Source: an optimization exercise on an open RTL-to-GDS flow (aim: small area). Production flows keep margins and buffers that such runs may drop.
RTL that was checked went through simulation tests only; none was proved equivalent to the original.
No activity file was given, so power comes from the tool's default toggle rates. No driver is modelled on the clock port, so clocking that relies on it looks cheaper here than on a real chip.

the reference run:
Design cube_motor_top, start of the top module:
module cube_motor_top (
    input  logic         i_clk,
    input  logic         i_rst_n,
    input  logic [12:0]  i_queue_wr,    
    input  logic         i_start,
    output logic [7:0]   o_drive,       
    output logic [3:0]   o_move,        
    output logic         o_busy,
    output logic         o_done
);
Size: roughly 2700 cells after synthesis, roughly 1100 flip-flops, ~30 I/O pins, ~34000 um^2 of cells after synthesis.
==> module step_tick_gen, before the edit <==
module step_tick_gen (
    input  logic i_clk,
    input  logic i_rst_n,
    output logic o_tick,      
    output logic o_wrapped    
);
    localparam logic [4:0] S0  = 5'd1;
    localparam logic [4:0] S19 = 5'd6;
    logic [4:0] lfsr_r;
    assign o_tick    = (lfsr_r == S19);
    assign o_wrapped = (lfsr_r == S0);
    always_ff @(posedge i_clk or negedge i_rst_n) begin
        if (!i_rst_n) begin
            lfsr_r <= S0;
        end else if (o_tick) begin
            lfsr_r <= S0;
        end else begin
            lfsr_r <= {lfsr_r[3:0], lfsr_r[4] ^ lfsr_r[2]};
        end
    end
endmodule
==> module move_queue_ram, before the edit <==
module move_queue_ram (
    input  logic        i_clk,
    input  logic        i_rst_n,
    input  logic [12:0] i_wr,           
    input  logic [7:0]  i_next_addr,
    output logic [3:0]  o_entry0,       
    output logic [3:0]  o_next          
);
    logic       wr;
    logic [7:0] waddr;
    logic [3:0] wcode;
    assign wr    = i_wr[12];
    assign waddr = i_wr[11:4];
    assign wcode = cube_motor_pkg::enc_move(i_wr[3:0]);
    logic [7:0] rot_r;
    logic [7:0] wpos;
    always_ff @(posedge i_clk) begin
        rot_r <= rot_r + 8'd1;
    end
    assign wpos = waddr + ~rot_r;
    logic [31:0]     row_n;      
    logic [7:0]      col_n;      
    logic [7:0][3:0] wcol;       
    always_comb begin
        for (int i = 0; i < 32; i++) begin
            row_n[i] = !(wr && (wpos[7:3] == 5'(i)));
        end
        for (int j = 0; j < 8; j++) begin
            col_n[j] = !(wpos[2:0] == 3'(j));
            wcol[j]  = ((j % 2 == 0) ? ~wcode : wcode) | {4{col_n[j]}};
        end
    end
    logic [255:0] r1_r, r0_r, f1_r, f0_r;
    logic [255:0] r1_w, r0_w, f1_w, f0_w;
    for (genvar k = 0; k < 256; k++) begin : g_stage
        localparam int P = (k + 1) % 256;
        logic sel;
        sel_gate u_sel (
            .i_row_n (row_n[k / 8]),
            .i_col_n (col_n[k % 8]),
            .o_sel   (sel)
        );
        ring_cell u_cell (
            .i_row_n (row_n[k / 8]),
            .i_wcol  (wcol[k % 8]),
            .i_sel   (sel),
            .i_prev  ({r1_r[P], r0_r[P], f1_r[P], f0_r[P]}),
            .o_next  ({r1_w[k], r0_w[k], f1_w[k], f0_w[k]})
        );
    end
    localparam logic [255:0] ODD = {128{2'b10}};
    always_ff @(posedge i_clk or negedge i_rst_n) begin
        if (!i_rst_n) begin
            r1_r <= ODD;
            r0_r <= ODD;
        end else begin
            r1_r <= r1_w;
            r0_r <= r0_w;
        end
    end
    always_ff @(posedge i_clk) begin
        f1_r <= f1_w;
        f0_r <= f0_w;
    end
    logic [1:0] e0_r_r, e0_f_r;
    logic       wr0;
    assign wr0 = wr && (waddr == 8'd0);
    always_ff @(posedge i_clk or negedge i_rst_n) begin
        if (!i_rst_n) begin
            e0_r_r <= '0;
        end else if (wr0) begin
            e0_r_r <= wcode[3:2];
        end
    end
    always_ff @(posedge i_clk) begin
        if (wr0) begin
            e0_f_r <= wcode[1:0];
        end
    end
    assign o_entry0 = {e0_r_r, e0_f_r};
    logic [3:0] nxt_r;
    always_ff @(posedge i_clk) begin
        if (wr && (waddr == i_next_addr)) begin
            nxt_r <= wcode;
        end else if (rot_r == i_next_addr) begin
            nxt_r <= {r1_r[0], r0_r[0], f1_r[0], f0_r[0]};
        end
    end
    assign o_next = nxt_r;
endmodule
export LEC_CHECK = 0
export CAP_MARGIN = 20
export CORE_MARGIN = 2
export CORE_UTILIZATION = 50
export GPL_ROUTABILITY_DRIVEN = 1
export PLACE_DENSITY = 0.6
export SLEW_MARGIN = 20
export SYNTH_HIERARCHICAL = 1
create_clock -name core_clock -period 10.0 [get_ports {i_clk}]
standard.sh (not shown) runs the stock make flow with config.mk's settings and CLKGATE_MAP_FILE= SYNTH_SCRIPT=/design/flow/synth_recipe.tcl, a recipe that flattens the netlist after the stock synthesis.
==> flow/flow/run.sh <==
#!/bin/bash
# The standard layout, with clock tree synthesis told not to add dummy loads
# and to cluster the flip-flops into larger groups per leaf buffer.
set -euo pipefail
CTS="-sink_clustering_enable -repair_clock_nets -dont_use_dummy_load"
CTS="$CTS -buf_list sky130_fd_sc_hd__clkbuf_16"
CTS="$CTS -sink_clustering_size 30 -sink_clustering_max_diameter 100"
bash standard.sh "CTS_ARGS=$CTS" finish > orfs_make.log 2>&1
The reference run completed; timing, DRC and antenna clean
--- input diff the reference run..the trial run ---
--- a/flow/design.v
+++ b/flow/design.v
@@ -23,18 +23,16 @@
     output logic o_tick,      
     output logic o_wrapped    
 );
-    localparam logic [4:0] S0  = 5'd1;
-    localparam logic [4:0] S19 = 5'd6;
-    logic [4:0] lfsr_r;
-    assign o_tick    = (lfsr_r == S19);
-    assign o_wrapped = (lfsr_r == S0);
+    logic [cube_motor_pkg::TICK_CNT_W-1:0] cnt_r;
+    assign o_tick    = (cnt_r == cube_motor_pkg::TICK_CNT_W'(cube_motor_pkg::TICK_DIV - 1));
+    assign o_wrapped = (cnt_r == '0);
     always_ff @(posedge i_clk or negedge i_rst_n) begin
         if (!i_rst_n) begin
-            lfsr_r <= S0;
+            cnt_r <= '0;
         end else if (o_tick) begin
-            lfsr_r <= S0;
+            cnt_r <= '0;
         end else begin
-            lfsr_r <= {lfsr_r[3:0], lfsr_r[4] ^ lfsr_r[2]};
+            cnt_r <= cnt_r + 1'b1;
         end
     end
 endmodule
@@ -58,32 +56,30 @@
     always_ff @(posedge i_clk) begin
         rot_r <= rot_r + 8'd1;
     end
-    assign wpos = waddr + ~rot_r;
-    logic [31:0]     row_n;      
-    logic [7:0]      col_n;      
-    logic [7:0][3:0] wcol;       
+    assign wpos = waddr + rot_r;
+    logic [15:0]      row_n;      
+    logic [15:0]      col_n;      
+    logic [15:0][3:0] wcol;       
     always_comb begin
-        for (int i = 0; i < 32; i++) begin
-            row_n[i] = !(wr && (wpos[7:3] == 5'(i)));
-        end
-        for (int j = 0; j < 8; j++) begin
-            col_n[j] = !(wpos[2:0] == 3'(j));
-            wcol[j]  = ((j % 2 == 0) ? ~wcode : wcode) | {4{col_n[j]}};
+        for (int i = 0; i < 16; i++) begin
+            row_n[i] = !(wr && (wpos[7:4] == 4'(i)));
+            col_n[i] = !(wpos[3:0] == 4'(i));
+            wcol[i]  = ((i % 2 == 0) ? ~wcode : wcode) | {4{col_n[i]}};
         end
     end
     logic [255:0] r1_r, r0_r, f1_r, f0_r;
     logic [255:0] r1_w, r0_w, f1_w, f0_w;
     for (genvar k = 0; k < 256; k++) begin : g_stage
-        localparam int P = (k + 1) % 256;
+        localparam int P = (k + 255) % 256;
         logic sel;
         sel_gate u_sel (
-            .i_row_n (row_n[k / 8]),
-            .i_col_n (col_n[k % 8]),
+            .i_row_n (row_n[k / 16]),
+            .i_col_n (col_n[k % 16]),
             .o_sel   (sel)
         );
         ring_cell u_cell (
-            .i_row_n (row_n[k / 8]),
-            .i_wcol  (wcol[k % 8]),
+            .i_row_n (row_n[k / 16]),
+            .i_wcol  (wcol[k % 16]),
             .i_sel   (sel),
             .i_prev  ({r1_r[P], r0_r[P], f1_r[P], f0_r[P]}),
             .o_next  ({r1_w[k], r0_w[k], f1_w[k], f0_w[k]})
@@ -120,10 +116,12 @@
     end
     assign o_entry0 = {e0_r_r, e0_f_r};
     logic [3:0] nxt_r;
+    logic [7:0] tap_sum;
+    assign tap_sum = i_next_addr + rot_r;
     always_ff @(posedge i_clk) begin
         if (wr && (waddr == i_next_addr)) begin
             nxt_r <= wcode;
-        end else if (rot_r == i_next_addr) begin
+        end else if (tap_sum == 8'd1) begin
             nxt_r <= {r1_r[0], r0_r[0], f1_r[0], f0_r[0]};
         end
     end
==> run summary <==
- The trial run closes out successfully: all stages finished, all timing, DRC and antenna checks passed.
- Row final worst slack: the trial run higher / the reference run lower
- Across both runs, global-route wire length before repair was lower for the trial run than for the reference run.
- Sort the reference run and the trial run by sequential area share after synthesis, descending, and the reference run comes first.
- Going from the reference run to the trial run, distinct cell type count after synthesis fell by 7; cell count rose by 21; relative max-transition margin fell by 7.8 points.
- Capture point of the critical path: queue0.f0_r[124] -> the reference run, queue0.r1_r[15] -> the trial run
- In the metrics for the reference run and the trial run, the one carrying the lower critical path depth is the trial run.

========
cube_motor_top, a different RTL version from the one above (not shown whole).
For scale: roughly 2700 cells after synthesis, about 1100 flip-flops, roughly 30 I/O pins.
==> module move_queue_ram, before the edit <==
module move_queue_ram (
    input  logic        i_clk,
    input  logic        i_rst_n,
    input  logic [12:0] i_wr,           
    input  logic [7:0]  i_next_addr,
    output logic [3:0]  o_entry0,
    output logic [3:0]  o_next
);
    logic       wr;
    logic [7:0] waddr;
    logic [3:0] wcode;       
    assign wr    = i_wr[12];
    assign waddr = i_wr[11:4];
    assign wcode = i_wr[3:0];
    logic [7:0] rot_r;
    logic [7:0] wpos;
    logic       pwr_r;
    logic [7:0] paddr_r;
    logic [3:0] pcode_r;
    logic       clr_r;       
    logic [3:0] rcode;       
    always_ff @(posedge i_clk or negedge i_rst_n) begin
        if (!i_rst_n) begin
            pwr_r <= 1'b0;
            clr_r <= 1'b1;
        end else begin
            pwr_r <= wr;
            clr_r <= 1'b0;
        end
    end
    always_ff @(posedge i_clk) begin
        paddr_r <= waddr;
        pcode_r <= wcode;
    end
    assign rcode = clr_r ? 4'b0000 : pcode_r;
    always_ff @(posedge i_clk) begin
        rot_r <= rot_r + 8'd1;
    end
    assign wpos = paddr_r + ~rot_r;
    logic [31:0]     row_n;      
    logic [7:0]      col_n;      
    logic [7:0][3:0] wcol;       
    always_comb begin
        for (int i = 0; i < 32; i++) begin
            row_n[i] = !(clr_r || (pwr_r && (wpos[7:3] == 5'(i))));
        end
        for (int j = 0; j < 8; j++) begin
            col_n[j] = !(clr_r || (wpos[2:0] == 3'(j)));
            wcol[j]  = ((j % 2 == 0) ? ~rcode : rcode) | {4{col_n[j]}};
        end
    end
    logic [255:0] r1_r, r0_r, f1_r, f0_r;
    logic [255:0] r1_w, r0_w, f1_w, f0_w;
    for (genvar k = 0; k < 256; k++) begin : g_stage
        localparam int P = (k + 1) % 256;
        logic sel;
        sel_gate u_sel (
            .i_row_n (row_n[k / 8]),
            .i_col_n (col_n[k % 8]),
            .o_sel   (sel)
        );
        ring_cell u_cell (
            .i_row_n (row_n[k / 8]),
            .i_wcol  (wcol[k % 8]),
            .i_sel   (sel),
            .i_prev  ({r1_r[P], r0_r[P], f1_r[P], f0_r[P]}),
            .o_next  ({r1_w[k], r0_w[k], f1_w[k], f0_w[k]})
        );
    end
    always_ff @(posedge i_clk) begin
        r1_r <= r1_w;
        r0_r <= r0_w;
        f1_r <= f1_w;
        f0_r <= f0_w;
    end
    logic [2:0] e0_face_r;
    logic       e0_ccw_r;    
    logic       wr0;
    assign wr0 = wr && (waddr == 8'd0);
    always_ff @(posedge i_clk or negedge i_rst_n) begin
        if (!i_rst_n) begin
            e0_face_r <= '0;
        end else if (wr0) begin
            e0_face_r <= wcode[2:0];
        end
    end
    always_ff @(posedge i_clk) begin
        if (wr0) begin
            e0_ccw_r <= wcode[3];
        end
    end
    assign o_entry0 = {e0_ccw_r, e0_face_r};
    logic [3:0] nxt_r;
    logic       phit;
    assign phit = pwr_r && (paddr_r == i_next_addr);
    always_ff @(posedge i_clk) begin
        if (phit) begin
            nxt_r <= pcode_r;
        end else if (rot_r == i_next_addr) begin
            nxt_r <= {r1_r[0], r0_r[0], f1_r[0], f0_r[0]};
        end
    end
    assign o_next = phit ? pcode_r : nxt_r;
endmodule
export LEC_CHECK = 0
export CAP_MARGIN = 20
export CORE_MARGIN = 2
export CORE_UTILIZATION = 50
export GPL_ROUTABILITY_DRIVEN = 1
export PLACE_DENSITY = 0.6
export SLEW_MARGIN = 20
export SYNTH_HIERARCHICAL = 1
create_clock -name core_clock -period 10.0 [get_ports {i_clk}]
==> flow/flow/run.sh <==
#!/bin/bash
# The standard layout, with two changes: clock tree synthesis adds no dummy
# loads and drives clusters of up to 28 flip-flops from each leaf buffer
# (buf_12, the smallest cell strong enough), and the port buffers are the
# smallest buffer rather than a delay cell.
set -euo pipefail
CTS="-sink_clustering_enable -repair_clock_nets -dont_use_dummy_load"
CTS="$CTS -buf_list sky130_fd_sc_hd__buf_12"
CTS="$CTS -sink_clustering_size 28 -sink_clustering_max_diameter 80"
bash standard.sh "CTS_ARGS=$CTS" \
    "BUFFER_PORTS_ARGS=-buffer_cell sky130_fd_sc_hd__buf_1" \
    finish > orfs_make.log 2>&1
Change:
--- a/flow/design.v
+++ b/flow/design.v
@@ -70,35 +70,35 @@
     assign rcode = clr_r ? 4'b0000 : pcode_r;
     always_ff @(posedge i_clk) begin
         rot_r <= rot_r + 8'd1;
     end
     assign wpos = paddr_r + ~rot_r;
-    logic [31:0]     row_n;      
-    logic [7:0]      col_n;      
-    logic [7:0][3:0] wcol;       
+    logic [15:0]      row_n;      
+    logic [15:0]      col_n;      
+    logic [15:0][3:0] wcol;       
     always_comb begin
-        for (int i = 0; i < 32; i++) begin
-            row_n[i] = !(clr_r || (pwr_r && (wpos[7:3] == 5'(i))));
+        for (int i = 0; i < 16; i++) begin
+            row_n[i] = !(clr_r || (pwr_r && (wpos[7:4] == 4'(i))));
         end
-        for (int j = 0; j < 8; j++) begin
-            col_n[j] = !(clr_r || (wpos[2:0] == 3'(j)));
+        for (int j = 0; j < 16; j++) begin
+            col_n[j] = !(clr_r || (wpos[3:0] == 4'(j)));
             wcol[j]  = ((j % 2 == 0) ? ~rcode : rcode) | {4{col_n[j]}};
         end
     end
     logic [255:0] r1_r, r0_r, f1_r, f0_r;
     logic [255:0] r1_w, r0_w, f1_w, f0_w;
     for (genvar k = 0; k < 256; k++) begin : g_stage
         localparam int P = (k + 1) % 256;
         logic sel;
         sel_gate u_sel (
-            .i_row_n (row_n[k / 8]),
-            .i_col_n (col_n[k % 8]),
+            .i_row_n (row_n[k / 16]),
+            .i_col_n (col_n[k % 16]),
             .o_sel   (sel)
         );
         ring_cell u_cell (
-            .i_row_n (row_n[k / 8]),
-            .i_wcol  (wcol[k % 8]),
+            .i_row_n (row_n[k / 16]),
+            .i_wcol  (wcol[k % 16]),
             .i_sel   (sel),
             .i_prev  ({r1_r[P], r0_r[P], f1_r[P], f0_r[P]}),
             .o_next  ({r1_w[k], r0_w[k], f1_w[k], f0_w[k]})
         );
     end
The changed run completed with no timing, DRC or antenna violations.
Global-route usage rose by 0.30 points.
Power rose by 0.76%.
Sequential cell count does not change.
Count of clock-buffer cells in the layout went up by 2.
Combinational power falls by 4.8%.
Fmax shrinks by 1.9%.
Sequential share of layout area decreases by 1.0 points.
Synthesized cell count came out higher by 1.3%.
Design area rises by 1.7%.
Setup slack loses 76 ps.
Via count grows by 1.1%.
Hold slack gains 11 ps.
Final cell count came out higher by 0.87%.
Clock skew is lower by 31 ps.
For the second run of this note, only the layout was checked, not whether the RTL still works.

[re-timing with driven ports]
No port has a modelled driver above. Below, the same layouts with a new extraction and two added sets of constraints.
Step 1 sets driving cells, clkbuf_16 on the clock port and buf_2 on the other inputs (assumed; they add their load-dependent delay and slew).
Step 2 also shifts input and output timing later by t, the mid clock arrival at the registers, as if the neighbouring blocks saw the same clock.
Three values: ideal, step 1, step 2; two values: the first two.
run	t (ns)	setup WS [ns]	latest minus earliest clock arrival (ns)	worst slew at a driven data input, ns
the reference run	0.675	4.279 / 4.313 / 3.638	0.046 / 0.046	0.06
the trial run	0.667	4.447 / 4.483 / 3.816	0.044 / 0.044	0.05
the first run of note 2	0.613	6.021 / 6.021 / 6.021	0.074 / 0.073	0.03
the second run of note 2	0.618	5.945 / 5.945 / 5.945	0.047 / 0.046	0.04
After both steps every run listed still meets setup and hold. The setup slack of the reference run, which loses most, moves by +0.034 ns with the drivers and by -0.641 ns with both steps.
